Source: an optimization exercise on an open RTL-to-GDS flow (aim: small area, a short achievable clock period and few clock cycles). Production flows keep margins and buffers that such runs may drop.
Function was checked by simulation only, so behaviour that the tests miss may differ from the original.

Design best_rational_approximation, start of the top module:
module best_rational_approximation (
	input  logic                 clk,
	input  logic                 arst_n,
	input  logic                 in_valid,
	output logic                 in_ready,
	input  logic [50:0]          in_data,
	output logic                 out_valid,
	input  logic                 out_ready,
	output logic [82:0]          out_data,
	input  logic                 cfg_wen,
	input  logic [bra_pkg::DEN_WIDTH-1:0] cfg_wdata
);
	logic st_idle, st_setup, st_setup2, st_bit, st_pset, st_pbit;
	logic first_q, out_valid_q;
	logic [31:0] lim_q;
	logic [5:0]  plim_q, p_lim;     
	logic        lim_nz;
	logic [49:0] n_q, ds_q, p0_q;
	logic [51:0] ps_q;
	logic [31:0] q0_q, qs_q;
	logic [10:0] pone_q;    
	logic [40:0] r2_q;      
	logic [5:0]  j_q, posd_q, posr_q, posq_q;
	logic        rnz_q;
	logic        brk_q;
	logic        neg_cur_q, neg_out_q;
	bra_topbit #(.W(32)) u_p_lim (.x(lim_q), .pos(p_lim), .nz(lim_nz));
	logic        nok, nok2, qok, acc, accq;
	logic [33:0] qcs_s, qcs_c, qcs_sum, nlim;
	logic [31:0] qsum;
	logic [49:0] nsub, n1, p01, psum;
	logic [31:0] q01;
	logic [40:0] r2sub, r21;
	logic [5:0]  p_nsub, p_n, p_qsum, p_q0;
	logic        nz_nsub, nz_n, nz_qsum, nz_q0;
	bra_ge #(.W(50)) u_nok (.a(n_q), .b(ds_q), .ge(nok));
	bra_ge #(.W(51)) u_nok2 (.a({1'b0, n_q}), .b({ds_q, 1'b0}), .ge(nok2));
	assign nlim  = ~{2'b0, lim_q};
	assign qcs_s = {2'b0, q0_q} ^ {2'b0, qs_q} ^ nlim;
	assign qcs_c = {(({1'b0, q0_q} & {1'b0, qs_q}) | ({1'b0, q0_q} & nlim[32:0]) |
		({1'b0, qs_q} & nlim[32:0])), 1'b0};
	bra_add #(.W(34)) u_qcmp (.a(qcs_s), .b(qcs_c), .ci(1'b0), .s(qcs_sum));
	assign qok   = qcs_sum[33];
	assign acc   = nok & (qok | first_q);
	assign accq  = acc & !first_q;
	bra_add #(.W(50)) u_nsub (.a(n_q), .b(~ds_q), .ci(1'b1), .s(nsub));
	bra_add #(.W(32)) u_qsum (.a(q0_q), .b(qs_q), .ci(1'b0), .s(qsum));
	assign psum  = p0_q + (first_q ? {39'd0, pone_q} : ps_q[49:0]);
	assign r2sub = r2_q - {ds_q[39:0], 1'b0};
	assign n1    = acc ? nsub : n_q;
  ...
export LEC_CHECK = 0
export CAP_MARGIN = 20
export CORE_MARGIN = 2
export CORE_UTILIZATION = 40
export SLEW_MARGIN = 20
export TNS_END_PERCENT = 10
create_clock -name core_clock -period 10.0 [get_ports {clk}]
standard.sh (not shown) runs the stock make flow with config.mk's settings and CLKGATE_MAP_FILE= SYNTH_SCRIPT=/design/flow/synth_recipe.tcl, a recipe that flattens the netlist after the stock synthesis.
==> flow/flow/run.sh <==
#!/bin/bash
set -euo pipefail
bash standard.sh SETUP_SLACK_MARGIN=6 finish > standard_flow.log 2>&1
Testbench counts at the start, summed over its fixed seeds: cycles 19,790.
Change:
--- a/flow/config.mk
+++ b/flow/config.mk
@@ -10 +10 @@
-export CORE_UTILIZATION = 40
+export CORE_UTILIZATION = 50
@@ -12 +11,0 @@
-export TNS_END_PERCENT = 10
=> The changed run ran to the end with no violations. Setup slack improves by 0.080 ns. Area after synthesis is unchanged. Cell area is about the same. Clock skew falls by 0.021 ns. Final cell count drops by 3.9%. Flip-flop and latch count does not change.
Change:
--- a/flow/config.mk
+++ b/flow/config.mk
@@ -10 +10 @@
-export CORE_UTILIZATION = 50
+export CORE_UTILIZATION = 40
Outcome:
- fmax decreases by 1.1%
- synthesized area stays the same
- routed wire length increases by 4.6%
- cell count increases by 4.3%
- non-clock buffer count decreases by 20
- register-to-register slack degrades by 0.098 ns
- via count increases by 1.1%
Change:
--- a/flow/config.mk
+++ b/flow/config.mk
@@ -10 +10 @@
-export CORE_UTILIZATION = 40
+export CORE_UTILIZATION = 60
Core utilization came out higher by 23 points.
Worst hold slack gets better by 0.0037 ns.
Global-route usage came out higher by 14 points.

[what the ideal ports hide]
The results above use ideal ports. As a check the final layouts listed here were re-extracted and re-timed, cells and wires unchanged.
Step 1: set_driving_cell puts a clkbuf_16 on clk and a buf_2 on each other input, an assumption about the parent block.
Step 2, shift: input delay + t, output delay - t, t = (earliest + latest rising clock arrival at the registers) / 2. This alone moves slack from input paths to output paths.
Slacks: no drivers / after step 1 / after step 2; pairs: no drivers / after step 1.
run	t (ns)	setup slack, ns	worst setup path at the end	latest minus earliest clock arrival (ns)	slew at the worst register clock pin (ns)
the first run	0.736	5.826 / 5.797 / 5.134	input to register	0.046 / 0.047	0.07 / 0.07
the second run	0.706	5.906 / 5.956 / 5.252	input to register	0.026 / 0.026	0.07 / 0.07
the third run	0.742	5.862 / 5.862 / 5.273	input to register	0.044 / 0.043	0.07 / 0.07
the fourth run	0.706	5.904 / 5.904 / 5.248	input to register	0.030 / 0.029	0.07 / 0.07
After both steps setup and hold are still met in every run listed. The setup slack of the first run, which loses most, moves by -0.029 ns with the drivers and by -0.692 ns with both steps.
